This is an optimization exercise on Yosys and OpenROAD, whose aim is a short achievable clock period and few clock cycles, not a production implementation. At most, simulation tests tie the RTL to the original design; equivalence was not proved. Power and IR drop assume default switching activity.

==> inputs of v4 <==
==> flow/design.v (excerpt) <==
module arm_core #(
	parameter arm_pkg::word_t RESET_PC = 32'h0800_0000
) (
	input  logic           clk,
	input  logic           rstn,
	output arm_pkg::word_t mem_addr,
	output arm_pkg::word_t mem_wdata,
	input  arm_pkg::word_t mem_rdata,
	output logic           mem_read,
	output logic           mem_write,
	input  logic           mem_ok
);
	arm_pkg::word_t bus_addr, bus_wdata;
	logic           bus_rd, bus_wr;
	logic           m_act;      
	logic           m_load;
	arm_pkg::reg_idx_t m_rd;
	arm_pkg::word_t res_addr;   
	assign mem_addr = bus_addr;
	assign mem_wdata = bus_wdata;
	assign mem_read = bus_rd;
	assign mem_write = bus_wr;
	logic           ir_valid;
	arm_pkg::word_t ir;         
	arm_pkg::word_t ir_pc4;     
	arm_pkg::word_t ir_pc8;     
	arm_pkg::word_t ir_tgt;     
	assign ir_tgt = ir_pc8 + {{6{ir[23]}}, ir[23:0], 2'b00};
	arm_pkg::word_t op_a, op_b, op_c;  
	logic           b_sign;     
	logic           rot_pend;   
	arm_pkg::flags_t flags;
	logic       e_dp, e_br, e_bl, e_ls, e_pred, e_mpfast, e_pcw, e_wrd, e_setf;
	logic       e_arith, e_inv_a, e_inv_b, e_cin_one, e_cin_c;
	logic [5:0] e_lop;         
	logic [1:0] e_crs;         
	logic [7:0] e_fine;        
	logic [31:0] e_mask;       
	logic       e_fill_sign, e_fill_c;
	logic [1:0] e_csel;        
	logic       e_ls_wb, e_ls_wbpc, e_ls_load, e_ls_pre, e_ls_up;
	arm_pkg::word_t gpr [0:14];
	function automatic logic cond_pass(input logic [3:0] cc, input arm_pkg::flags_t f);
		logic r;
		case (cc)
			4'h0: r = f[arm_pkg::FLAG_Z];
			4'h1: r = !f[arm_pkg::FLAG_Z];
			4'h2: r = f[arm_pkg::FLAG_C];
			4'h3: r = !f[arm_pkg::FLAG_C];
			4'h4: r = f[arm_pkg::FLAG_N];
			4'h5: r = !f[arm_pkg::FLAG_N];
			4'h6: r = f[arm_pkg::FLAG_V];
			4'h7: r = !f[arm_pkg::FLAG_V];
			4'h8: r = f[arm_pkg::FLAG_C] && !f[arm_pkg::FLAG_Z];
			4'h9: r = !f[arm_pkg::FLAG_C] || f[arm_pkg::FLAG_Z];
			4'ha: r = (f[arm_pkg::FLAG_N] == f[arm_pkg::FLAG_V]);
			4'hb: r = (f[arm_pkg::FLAG_N] != f[arm_pkg::FLAG_V]);
			4'hc: r = !f[arm_pkg::FLAG_Z] && (f[arm_pkg::FLAG_N] == f[arm_pkg::FLAG_V]);
			4'hd: r = f[arm_pkg::FLAG_Z] || (f[arm_pkg::FLAG_N] != f[arm_pkg::FLAG_V]);
			4'he: r = 1'b1;
			default: r = 1'b0;
		endcase
		cond_pass = r;
	endfunction
	logic pass;
	logic c, v;
	arm_pkg::reg_idx_t rn, rd;
  ...
export LEC_CHECK = 0
export CAP_MARGIN = 20
export CORE_MARGIN = 2
export CORE_UTILIZATION = 30
export SLEW_MARGIN = 20
create_clock -name core_clock -period 12.0 [get_ports {clk}]
standard.sh (not shown) runs the stock make flow with config.mk's settings and CLKGATE_MAP_FILE= SYNTH_SCRIPT=/design/flow/synth_recipe.tcl, a recipe that flattens the netlist after the stock synthesis.
==> flow/flow/run.sh <==
#!/bin/bash
# Standard synthesis, then the standard flow's own layout with timing repair that aims
# below the clock period (a setup margin) and stronger port buffers. Each
# step's full output is in synth.log and layout.log here, and ORFS's own
# logs are under orfs/logs.
set -euo pipefail
bash standard.sh synth > synth.log 2>&1
bash standard.sh SETUP_SLACK_MARGIN=7 TNS_END_PERCENT=20 MATCH_CELL_FOOTPRINT=0 \
	BUFFER_PORTS_ARGS="-buffer_cell sky130_fd_sc_hd__buf_4" finish > layout.log 2>&1
==> v20 (differences from v4) <==
--- a/flow/design.v
+++ b/flow/design.v
@@ -60,28 +60,25 @@
 	arm_pkg::word_t res_addr;   
 	assign mem_addr = bus_addr;
 	assign mem_wdata = bus_wdata;
 	assign mem_read = bus_rd;
 	assign mem_write = bus_wr;
 	logic           ir_valid;
 	arm_pkg::word_t ir;         
 	arm_pkg::word_t ir_pc4;     
-	arm_pkg::word_t ir_pc8;     
 	arm_pkg::word_t ir_tgt;     
-	assign ir_tgt = ir_pc8 + {{6{ir[23]}}, ir[23:0], 2'b00};
 	arm_pkg::word_t op_a, op_b, op_c;  
 	logic           b_sign;     
 	logic           rot_pend;   
 	arm_pkg::flags_t flags;
 	logic       e_dp, e_br, e_bl, e_ls, e_pred, e_mpfast, e_pcw, e_wrd, e_setf;
 	logic       e_arith, e_inv_a, e_inv_b, e_cin_one, e_cin_c;
 	logic [5:0] e_lop;         
-	logic [1:0] e_crs;         
-	logic [7:0] e_fine;        
+	logic [4:0] e_amt;         
 	logic [31:0] e_mask;       
 	logic       e_fill_sign, e_fill_c;
 	logic [1:0] e_csel;        
 	logic       e_ls_wb, e_ls_wbpc, e_ls_load, e_ls_pre, e_ls_up;
 	arm_pkg::word_t gpr [0:14];
 	function automatic logic cond_pass(input logic [3:0] cc, input arm_pkg::flags_t f);
 		logic r;
 		case (cc)
@@ -117,24 +114,21 @@
 	function automatic arm_pkg::word_t crot(input arm_pkg::word_t x, input logic [1:0] a);
 		case (a)
 			2'd1: crot = {x[7:0], x[31:8]};
 			2'd2: crot = {x[15:0], x[31:16]};
 			2'd3: crot = {x[23:0], x[31:24]};
 			default: crot = x;
 		endcase
 	endfunction
-	arm_pkg::word_t rot4, shop;
+	arm_pkg::word_t rot1, rot2, rot4, shop;
 	logic shc, fill;
-	always_comb begin
-		rot4 = '0;
-		for (int k = 0; k < 8; k++)
-			if (e_fine[k])
-				rot4 = rot4 | ((op_b >> k) | (op_b << (32 - k)));
-	end
+	assign rot1  = e_amt[0] ? {op_b[0], op_b[31:1]} : op_b;
+	assign rot2  = e_amt[1] ? {rot1[1:0], rot1[31:2]} : rot1;
+	assign rot4  = e_amt[2] ? {rot2[3:0], rot2[31:4]} : rot2;
 	assign fill = (e_fill_sign && b_sign) || (e_fill_c && c);
 	assign shop = (rot4 & e_mask) | ({32{fill}} & ~e_mask);
 	always_comb begin
 		case (e_csel)
 			2'd1: shc = rot4[31];
 			2'd2: shc = rot4[0];
 			default: shc = c;
 		endcase
@@ -231,17 +225,17 @@
 		if (fw1 && wr1_idx == ib) rb = wr1_data;
 		if (fw1 && wr1_idx == ic) rc = wr1_data;
 		if (fw0 && rd == ia) ra = alu_res;
 		if (fw0 && rd == ib) rb = alu_res;
 		if (fw0 && rd == ic) rc = alu_res;
 		if (d_imm)
 			b_next = crot({24'd0, d[7:0]}, d[11:10]);
 		else if (b_shift && !b_fwd)
-			b_next = crot(raw_b, n_crs);
+			b_next = crot(raw_b, n_amt[4:3]);
 		else
 			b_next = rb;
 	end
 	logic ld_a, ld_b, ld_c;
 	assign ld_a = m_done && m_load && m_rd == ir[19:16];
 	assign ld_b = m_done && m_load && m_rd == ir[3:0] && !ir[25];
 	assign ld_c = m_done && m_load && m_rd == ir[15:12];
 	always_ff @(posedge clk) begin
@@ -249,20 +243,20 @@
 			op_a <= ra;
 			op_b <= b_next;
 			b_sign <= rb[31];
 			op_c <= rc;
 		end else begin
 			if (ld_a)
 				op_a <= mem_rdata;
 			if (ld_b) begin
-				op_b <= crot(mem_rdata, e_crs);
+				op_b <= crot(mem_rdata, e_amt[4:3]);
 				b_sign <= mem_rdata[31];
 			end else if (rot_pend) begin
-				op_b <= crot(op_b, e_crs);
+				op_b <= crot(op_b, e_amt[4:3]);
 			end
 			if (ld_c)
 				op_c <= mem_rdata;
 		end
 	end
 	arm_pkg::word_t d;
 	assign d = mem_rdata;
 	logic d_dp, d_br, d_ls, d_wrd_op, d_rd15, d_imm;
@@ -274,18 +268,16 @@
 	assign d_ls = (d[27:25] == 3'b010) && !d[22];
 	assign d_wrd_op = (d_op[3:2] != 2'b10);
 	assign d_rd15 = (d[15:12] == 4'd15);
 	assign d_imm = d[25];
 	assign d_n = d[11:7];
 	logic       n_arith, n_inv_a, n_inv_b, n_cin_one, n_cin_c;
 	logic [5:0] n_lop;
 	logic [4:0] n_amt;
-	logic [1:0] n_crs;
-	logic [7:0] n_fine;
 	logic [31:0] n_mask;
 	logic       n_fill_sign, n_fill_c;
 	logic [1:0] n_csel;
 	always_comb begin
 		n_arith = 1'b0;
 		n_inv_a = 1'b0;
 		n_inv_b = 1'b0;
 		n_cin_one = 1'b0;
@@ -341,62 +333,33 @@
 				end
 			endcase
 		end
 	end
 	logic f_known, f_pass, f_take, f_mp, f_mpfast, mp_hazard;
 	arm_pkg::word_t f_tgt, nfa;
 	assign f_known = !(ex && e_setf);
 	assign f_pass = cond_pass(d[31:28], flags);
-	logic f_short;
-	logic [11:0] tgt_lo;
-	logic [18:0] hi0, hi_p, hi_m;
-	assign f_short = (d[23:10] == 14'd0) || (d[23:10] == 14'h3fff);
-	assign tgt_lo = {1'b0, fpc8[12:2]} + {1'b0, d[10:0]};
-	assign hi0 = fpc8[31:13];
-	assign hi_p = hi0 + 19'd1;
-	assign hi_m = hi0 - 19'd1;
-	always_comb begin
-		f_tgt[1:0] = fpc8[1:0];
-		f_tgt[12:2] = tgt_lo[10:0];
-		case ({d[23], tgt_lo[11]})
-			2'b01: f_tgt[31:13] = hi_p;
-			2'b10: f_tgt[31:13] = hi_m;
-			default: f_tgt[31:13] = hi0;
-		endcase
-	end
-	assign f_take = f_short && (f_known ? f_pass : d[23]);
+	assign f_tgt = fpc8 + {{6{d[23]}}, d[23:0], 2'b00};
+	assign f_take = f_known ? f_pass : d[23];
 	assign f_mp = d_dp && d_op == 4'hd && !d_imm && d[11:4] == 8'd0 && d_rd15;
 	assign mp_hazard = ir_valid && (
 		(e_wrd && rd == ib)
 		|| (e_bl && ib == 4'd14)
 		|| (e_ls && e_ls_wb && rn == ib)
 		|| (e_ls && e_ls_load && rd == ib));
 	assign f_mpfast = f_mp && f_known && f_pass && !mp_hazard;
 	always_comb begin
 		if (d_br && f_take)
 			nfa = f_tgt;
 		else if (f_mpfast)
 			nfa = raw_b;
 		else
 			nfa = bus_addr + 32'd4;
 	end
-	logic lsl_n;      
-	assign lsl_n = !d_imm && d[6:5] == 2'b00 && d_n != 5'd0;
-	always_comb begin
-		if (d_imm)
-			n_crs = d[11:10];
-		else if (lsl_n)
-			n_crs = (d_n[2:0] == 3'd0) ? 2'd0 - d_n[4:3] : ~d_n[4:3];
-		else
-			n_crs = n_amt[4:3];
-		n_fine = 8'd0;
-		for (int k = 0; k < 8; k++)
-			n_fine[k] = (n_amt[2:0] == 3'(k));
-	end
 	always_ff @(posedge clk) begin
 		if (!rstn) begin
 			ir_valid <= 1'b0;
 			rot_pend <= 1'b0;
 			m_act <= 1'b0;
 			bus_rd <= 1'b1;
 			bus_wr <= 1'b0;
 			bus_addr <= RESET_PC;
@@ -433,34 +396,33 @@
 				end
 			end
 		end
 	end
 	always_ff @(posedge clk) begin
 		if (step) begin
 			ir <= mem_rdata;
 			ir_pc4 <= bus_addr + 32'd4;
-			ir_pc8 <= fpc8;
+			ir_tgt <= f_tgt;
 			e_pred <= f_take;
 			e_mpfast <= f_mpfast;
 			e_dp <= d_dp;
 			e_br <= d_br;
 			e_bl <= d_br && d[24];
 			e_ls <= d_ls;
 			e_pcw <= d_dp && d_wrd_op && d_rd15;
 			e_wrd <= d_dp && d_wrd_op && !d_rd15;
 			e_setf <= d_dp && d[20] && !d_rd15;
 			e_arith <= n_arith;
 			e_inv_a <= n_inv_a;
 			e_inv_b <= n_inv_b;
 			e_cin_one <= n_cin_one;
 			e_cin_c <= n_cin_c;
 			e_lop <= n_lop;
-			e_crs <= n_crs;
-			e_fine <= n_fine;
+			e_amt <= n_amt;
 			e_mask <= n_mask;
 			e_fill_sign <= n_fill_sign;
 			e_fill_c <= n_fill_c;
 			e_csel <= n_csel;
 			e_ls_wb <= (!d[24] || d[21]) && d[19:16] != 4'd15;
 			e_ls_wbpc <= (!d[24] || d[21]) && d[19:16] == 4'd15;
 			e_ls_load <= d[20];
 			e_ls_pre <= d[24];
==> flow/flow/run.sh (replaced) <==
#!/bin/bash
# Standard synthesis, then the standard flow's own layout with timing repair that aims
# below the clock period (a setup margin) and stronger port buffers. Each
# step's full output is in synth.log and layout.log here, and ORFS's own
# logs are under orfs/logs.
set -euo pipefail
bash standard.sh synth > synth.log 2>&1
bash standard.sh SETUP_SLACK_MARGIN=8 TNS_END_PERCENT=5 MATCH_CELL_FOOTPRINT=0 \
	BUFFER_PORTS_ARGS="-buffer_cell sky130_fd_sc_hd__buf_4" finish > layout.log 2>&1
Settings changed: CORE_UTILIZATION 30 to 40.
==> v2 (differences from v4) <==
--- a/flow/design.v
+++ b/flow/design.v
@@ -35,16 +35,50 @@
 		SEQ_INIT    = 2'd0,
 		SEQ_FETCH   = 2'd1,
 		SEQ_EXECUTE = 2'd2
 	} seq_state_e;
 	localparam word_t PC_READ_OFFSET = 32'd8;
 	localparam word_t INSTR_STEP = 32'd4;
 endpackage
 `timescale 1ns/1ps
+module arm_ks_add #(
+	parameter int W = 32
+) (
+	input  logic [W-1:0] a,
+	input  logic [W-1:0] b,
+	input  logic         cin,
+	output logic [W-1:0] sum,
+	output logic         cout
+);
+	localparam int L = 5;   
+	logic [W-1:0] g [0:L];
+	logic [W-1:0] p [0:L];
+	logic [W:0] c;
+	assign g[0] = a & b;
+	assign p[0] = a ^ b;
+	for (genvar l = 0; l < L; l++) begin : g_lvl
+		for (genvar i = 0; i < W; i++) begin : g_bit
+			if (i >= (1 << l)) begin : g_comb
+				assign g[l+1][i] = g[l][i] | (p[l][i] & g[l][i - (1 << l)]);
+				assign p[l+1][i] = p[l][i] & p[l][i - (1 << l)];
+			end else begin : g_pass
+				assign g[l+1][i] = g[l][i];
+				assign p[l+1][i] = p[l][i];
+			end
+		end
+	end
+	assign c[0] = cin;
+	for (genvar i = 0; i < W; i++) begin : g_c
+		assign c[i+1] = g[L][i] | (p[L][i] & cin);
+	end
+	assign sum = p[0] ^ c[W-1:0];
+	assign cout = c[W];
+endmodule
+`timescale 1ns/1ps
 module arm_core #(
 	parameter arm_pkg::word_t RESET_PC = 32'h0800_0000
 ) (
 	input  logic           clk,
 	input  logic           rstn,
 	output arm_pkg::word_t mem_addr,
 	output arm_pkg::word_t mem_wdata,
 	input  arm_pkg::word_t mem_rdata,
@@ -60,32 +94,31 @@
 	arm_pkg::word_t res_addr;   
 	assign mem_addr = bus_addr;
 	assign mem_wdata = bus_wdata;
 	assign mem_read = bus_rd;
 	assign mem_write = bus_wr;
 	logic           ir_valid;
 	arm_pkg::word_t ir;         
 	arm_pkg::word_t ir_pc4;     
-	arm_pkg::word_t ir_pc8;     
 	arm_pkg::word_t ir_tgt;     
-	assign ir_tgt = ir_pc8 + {{6{ir[23]}}, ir[23:0], 2'b00};
 	arm_pkg::word_t op_a, op_b, op_c;  
 	logic           b_sign;     
 	logic           rot_pend;   
 	arm_pkg::flags_t flags;
 	logic       e_dp, e_br, e_bl, e_ls, e_pred, e_mpfast, e_pcw, e_wrd, e_setf;
 	logic       e_arith, e_inv_a, e_inv_b, e_cin_one, e_cin_c;
 	logic [5:0] e_lop;         
 	logic [1:0] e_crs;         
 	logic [7:0] e_fine;        
 	logic [31:0] e_mask;       
 	logic       e_fill_sign, e_fill_c;
 	logic [1:0] e_csel;        
-	logic       e_ls_wb, e_ls_wbpc, e_ls_load, e_ls_pre, e_ls_up;
+	logic       e_ls_wb, e_ls_wbpc, e_ls_load, e_ls_pre;
+	arm_pkg::word_t e_off;     
 	arm_pkg::word_t gpr [0:14];
 	function automatic logic cond_pass(input logic [3:0] cc, input arm_pkg::flags_t f);
 		logic r;
 		case (cc)
 			4'h0: r = f[arm_pkg::FLAG_Z];
 			4'h1: r = !f[arm_pkg::FLAG_Z];
 			4'h2: r = f[arm_pkg::FLAG_C];
 			4'h3: r = !f[arm_pkg::FLAG_C];
@@ -140,31 +173,37 @@
 		endcase
 	end
 	arm_pkg::word_t add_x, add_y, logic_res, alu_res;
 	logic [32:0] sum;
 	logic add_cin;
 	assign add_x = op_a ^ {32{e_inv_a}};
 	assign add_y = shop ^ {32{e_inv_b}};
 	assign add_cin = e_cin_one || (e_cin_c && c);
-	assign sum = {1'b0, add_x} + {1'b0, add_y} + {32'd0, add_cin};
+	arm_ks_add #(.W(32)) u_add (.a(add_x), .b(add_y), .cin(add_cin), .sum(sum[31:0]), .cout(sum[32]));
 	assign logic_res = ({32{e_lop[0]}} & (op_a & shop))
 		| ({32{e_lop[1]}} & (op_a ^ shop))
 		| ({32{e_lop[2]}} & (op_a | shop))
 		| ({32{e_lop[3]}} & (op_a & ~shop))
 		| ({32{e_lop[4]}} & shop)
 		| ({32{e_lop[5]}} & ~shop);
 	assign alu_res = e_arith ? sum[31:0] : logic_res;
 	arm_pkg::flags_t alu_flags;
 	assign alu_flags[arm_pkg::FLAG_N] = alu_res[31];
-	assign alu_flags[arm_pkg::FLAG_Z] = (alu_res == '0);
+	logic [31:0] zp, zk;
+	logic z_arith;
+	assign zp = add_x ^ add_y;
+	assign zk = add_x | add_y;
+	assign z_arith = (zp[0] == add_cin) && ((zp[31:1] ^ zk[30:0]) == 31'd0);
+	assign alu_flags[arm_pkg::FLAG_Z] = e_arith ? z_arith : (logic_res == '0);
 	assign alu_flags[arm_pkg::FLAG_C] = e_arith ? sum[32] : shc;
 	assign alu_flags[arm_pkg::FLAG_V] = e_arith ? (add_x[31] == add_y[31]) && (sum[31] != add_x[31]) : v;
 	arm_pkg::word_t offs_addr;
-	assign offs_addr = e_ls_up ? op_a + {20'd0, ir[11:0]} : op_a - {20'd0, ir[11:0]};
+	logic offs_co;
+	arm_ks_add #(.W(32)) u_offs (.a(op_a), .b(e_off), .cin(1'b0), .sum(offs_addr), .cout(offs_co));
 	logic step;       
 	logic m_done;     
 	assign step = !m_act && bus_rd && mem_ok;
 	assign m_done = m_act && mem_ok;
 	logic e_mem;      
 	logic e_redirect;
 	arm_pkg::word_t e_redirect_pc;
 	logic br_wrong;
@@ -275,17 +314,16 @@
 	assign d_wrd_op = (d_op[3:2] != 2'b10);
 	assign d_rd15 = (d[15:12] == 4'd15);
 	assign d_imm = d[25];
 	assign d_n = d[11:7];
 	logic       n_arith, n_inv_a, n_inv_b, n_cin_one, n_cin_c;
 	logic [5:0] n_lop;
 	logic [4:0] n_amt;
 	logic [1:0] n_crs;
-	logic [7:0] n_fine;
 	logic [31:0] n_mask;
 	logic       n_fill_sign, n_fill_c;
 	logic [1:0] n_csel;
 	always_comb begin
 		n_arith = 1'b0;
 		n_inv_a = 1'b0;
 		n_inv_b = 1'b0;
 		n_cin_one = 1'b0;
@@ -337,66 +375,47 @@
 					n_fill_c = 1'b1;
 				end else begin
 					n_amt = d_n;
 					n_csel = 2'd1;
 				end
 			endcase
 		end
 	end
+	always_comb begin
+		if (d_imm)
+			n_crs = d[11:10];
+		else if (d[6:5] == 2'b00 && d_n != 5'd0)
+			n_crs = (d_n[2:0] == 3'd0) ? 2'd0 - d_n[4:3] : ~d_n[4:3];
+		else
+			n_crs = n_amt[4:3];
+	end
 	logic f_known, f_pass, f_take, f_mp, f_mpfast, mp_hazard;
 	arm_pkg::word_t f_tgt, nfa;
 	assign f_known = !(ex && e_setf);
 	assign f_pass = cond_pass(d[31:28], flags);
-	logic f_short;
-	logic [11:0] tgt_lo;
-	logic [18:0] hi0, hi_p, hi_m;
-	assign f_short = (d[23:10] == 14'd0) || (d[23:10] == 14'h3fff);
-	assign tgt_lo = {1'b0, fpc8[12:2]} + {1'b0, d[10:0]};
-	assign hi0 = fpc8[31:13];
-	assign hi_p = hi0 + 19'd1;
-	assign hi_m = hi0 - 19'd1;
-	always_comb begin
-		f_tgt[1:0] = fpc8[1:0];
-		f_tgt[12:2] = tgt_lo[10:0];
-		case ({d[23], tgt_lo[11]})
-			2'b01: f_tgt[31:13] = hi_p;
-			2'b10: f_tgt[31:13] = hi_m;
-			default: f_tgt[31:13] = hi0;
-		endcase
-	end
-	assign f_take = f_short && (f_known ? f_pass : d[23]);
+	logic tgt_co;
+	assign f_tgt[1:0] = fpc8[1:0];
+	arm_ks_add #(.W(30)) u_tgt (.a(fpc8[31:2]), .b({{6{d[23]}}, d[23:0]}), .cin(1'b0), .sum(f_tgt[31:2]), .cout(tgt_co));
+	assign f_take = f_known ? f_pass : d[23];
 	assign f_mp = d_dp && d_op == 4'hd && !d_imm && d[11:4] == 8'd0 && d_rd15;
 	assign mp_hazard = ir_valid && (
 		(e_wrd && rd == ib)
 		|| (e_bl && ib == 4'd14)
 		|| (e_ls && e_ls_wb && rn == ib)
 		|| (e_ls && e_ls_load && rd == ib));
 	assign f_mpfast = f_mp && f_known && f_pass && !mp_hazard;
 	always_comb begin
 		if (d_br && f_take)
 			nfa = f_tgt;
 		else if (f_mpfast)
 			nfa = raw_b;
 		else
 			nfa = bus_addr + 32'd4;
 	end
-	logic lsl_n;      
-	assign lsl_n = !d_imm && d[6:5] == 2'b00 && d_n != 5'd0;
-	always_comb begin
-		if (d_imm)
-			n_crs = d[11:10];
-		else if (lsl_n)
-			n_crs = (d_n[2:0] == 3'd0) ? 2'd0 - d_n[4:3] : ~d_n[4:3];
-		else
-			n_crs = n_amt[4:3];
-		n_fine = 8'd0;
-		for (int k = 0; k < 8; k++)
-			n_fine[k] = (n_amt[2:0] == 3'(k));
-	end
 	always_ff @(posedge clk) begin
 		if (!rstn) begin
 			ir_valid <= 1'b0;
 			rot_pend <= 1'b0;
 			m_act <= 1'b0;
 			bus_rd <= 1'b1;
 			bus_wr <= 1'b0;
 			bus_addr <= RESET_PC;
@@ -433,43 +452,44 @@
 				end
 			end
 		end
 	end
 	always_ff @(posedge clk) begin
 		if (step) begin
 			ir <= mem_rdata;
 			ir_pc4 <= bus_addr + 32'd4;
-			ir_pc8 <= fpc8;
+			ir_tgt <= f_tgt;
 			e_pred <= f_take;
 			e_mpfast <= f_mpfast;
 			e_dp <= d_dp;
 			e_br <= d_br;
 			e_bl <= d_br && d[24];
 			e_ls <= d_ls;
 			e_pcw <= d_dp && d_wrd_op && d_rd15;
 			e_wrd <= d_dp && d_wrd_op && !d_rd15;
 			e_setf <= d_dp && d[20] && !d_rd15;
 			e_arith <= n_arith;
 			e_inv_a <= n_inv_a;
 			e_inv_b <= n_inv_b;
 			e_cin_one <= n_cin_one;
 			e_cin_c <= n_cin_c;
 			e_lop <= n_lop;
 			e_crs <= n_crs;
-			e_fine <= n_fine;
+			for (int k = 0; k < 8; k++)
+				e_fine[k] <= (n_amt[2:0] == 3'(k));
 			e_mask <= n_mask;
 			e_fill_sign <= n_fill_sign;
 			e_fill_c <= n_fill_c;
 			e_csel <= n_csel;
 			e_ls_wb <= (!d[24] || d[21]) && d[19:16] != 4'd15;
 			e_ls_wbpc <= (!d[24] || d[21]) && d[19:16] == 4'd15;
 			e_ls_load <= d[20];
 			e_ls_pre <= d[24];
-			e_ls_up <= d[23];
+			e_off <= d[23] ? {20'd0, d[11:0]} : 32'd0 - {20'd0, d[11:0]};
 		end
 		if (step && e_mem) begin
 			m_load <= e_ls_load;
 			m_rd <= rd;
 			bus_wdata <= op_c;
 			res_addr <= e_redirect ? offs_addr : nfa;
 		end
 	end
==> flow/flow/run.sh (replaced) <==
#!/bin/bash
# Standard synthesis, then the standard flow's own layout with timing repair that aims
# below the clock period (a setup margin) and stronger port buffers. Each
# step's full output is in synth.log and layout.log here, and ORFS's own
# logs are under orfs/logs.
set -euo pipefail
bash standard.sh synth > synth.log 2>&1
bash standard.sh SETUP_SLACK_MARGIN=8 TNS_END_PERCENT=5 MATCH_CELL_FOOTPRINT=0 \
	BUFFER_PORTS_ARGS="-buffer_cell sky130_fd_sc_hd__buf_4" finish > layout.log 2>&1
Settings changed: CORE_UTILIZATION 30 to 40.
==> comparison <==
- In critical path depth, v2 and v20 do not differ.
- Cell count, lowest first: v20, v2, v4.
- The highest combinational power belongs to v2, the lowest to v4.
- Against v2, the synthesized area of v4 is lower by 0.99%.
- Against v4, the sequential share of layout area of v20 is lower by 0.73 points.
- Against v20, the clock power of v2 is larger by about 2%.
- Worst setup slack, highest first: v2, v20, v4.
==> figures <==
metric                                                                         v20              v4              v2
Status                                                              finished clean  finished clean  finished clean
Net switching power figure                                                5.158 mW        4.762 mW        5.157 mW
FFs & Latches                                                                  839             846             847
CP max FO                                                                       26               9              28
Number of enable flip-flop cells after synthesis                               798             805             806
Wire length after detailed routing                                      386,900 µm      397,400 µm      440,500 µm
Minimum clock period                                                      5.344 ns        6.491 ns        4.939 ns
Part of the power in registers                                               0.298           0.317           0.292
Type of the worst setup path                                             in -> reg      reg -> reg       in -> reg
Terminating pin of the worst hold path                               bus_wdata[11]   bus_wdata[13]   bus_wdata[31]
Number of optimization iterations in the first detailed-route pass              13              14              17
Hold slack final                                                         0.4196 ns       0.4129 ns       0.4192 ns
Comb power frac                                                              0.432           0.393           0.436
Worst stage delay on the critical path                                     0.86 ns         0.75 ns         0.56 ns
Hold wc startpoint                                                        op_c[11]        op_c[13]        op_c[31]
Testbench counts of v20, summed over its fixed seeds: cycles 31,718.
Testbench counts of v2, summed over its fixed seeds: cycles 31,718.
For v4, only the layout was checked, not whether the RTL still works.

[separate check: timing with driven ports]
How much do the figures lean on ideal ports? The routed layouts below were timed once more, with nothing changed but the port constraints. Step 1 assumes that a clkbuf_16 drives the clock port and a buf_2 every other input. Step 2 also shifts input and output timing later by t, the mid clock arrival at the registers, as if the neighbouring blocks saw the same clock. a / b / c = ideal / step 1 / step 2; a / b = the first two.
| run | shift t [ns] | slack for setup (ns) | worst hold slack (ns) | worst setup path after step 2 | worst slew at a driven data input, ns |
|---|---|---|---|---|---|
| v4 | 0.859 | 5.509 / 5.496 / 4.637 | 0.413 / 0.413 / 0.413 | input to register | 0.21 |
| v20 | 0.819 | 6.656 / 6.695 / 5.876 | 0.420 / 0.420 / 0.420 | input to register | 0.41 |
| v2 | 0.884 | 7.061 / 6.816 / 5.932 | 0.419 / 0.419 / 0.419 | input to register | 0.63 |
After both steps every run listed still meets setup and hold. For v2, which loses most, drivers alone change the setup slack by -0.245 ns; drivers and shift together by -1.129 ns.
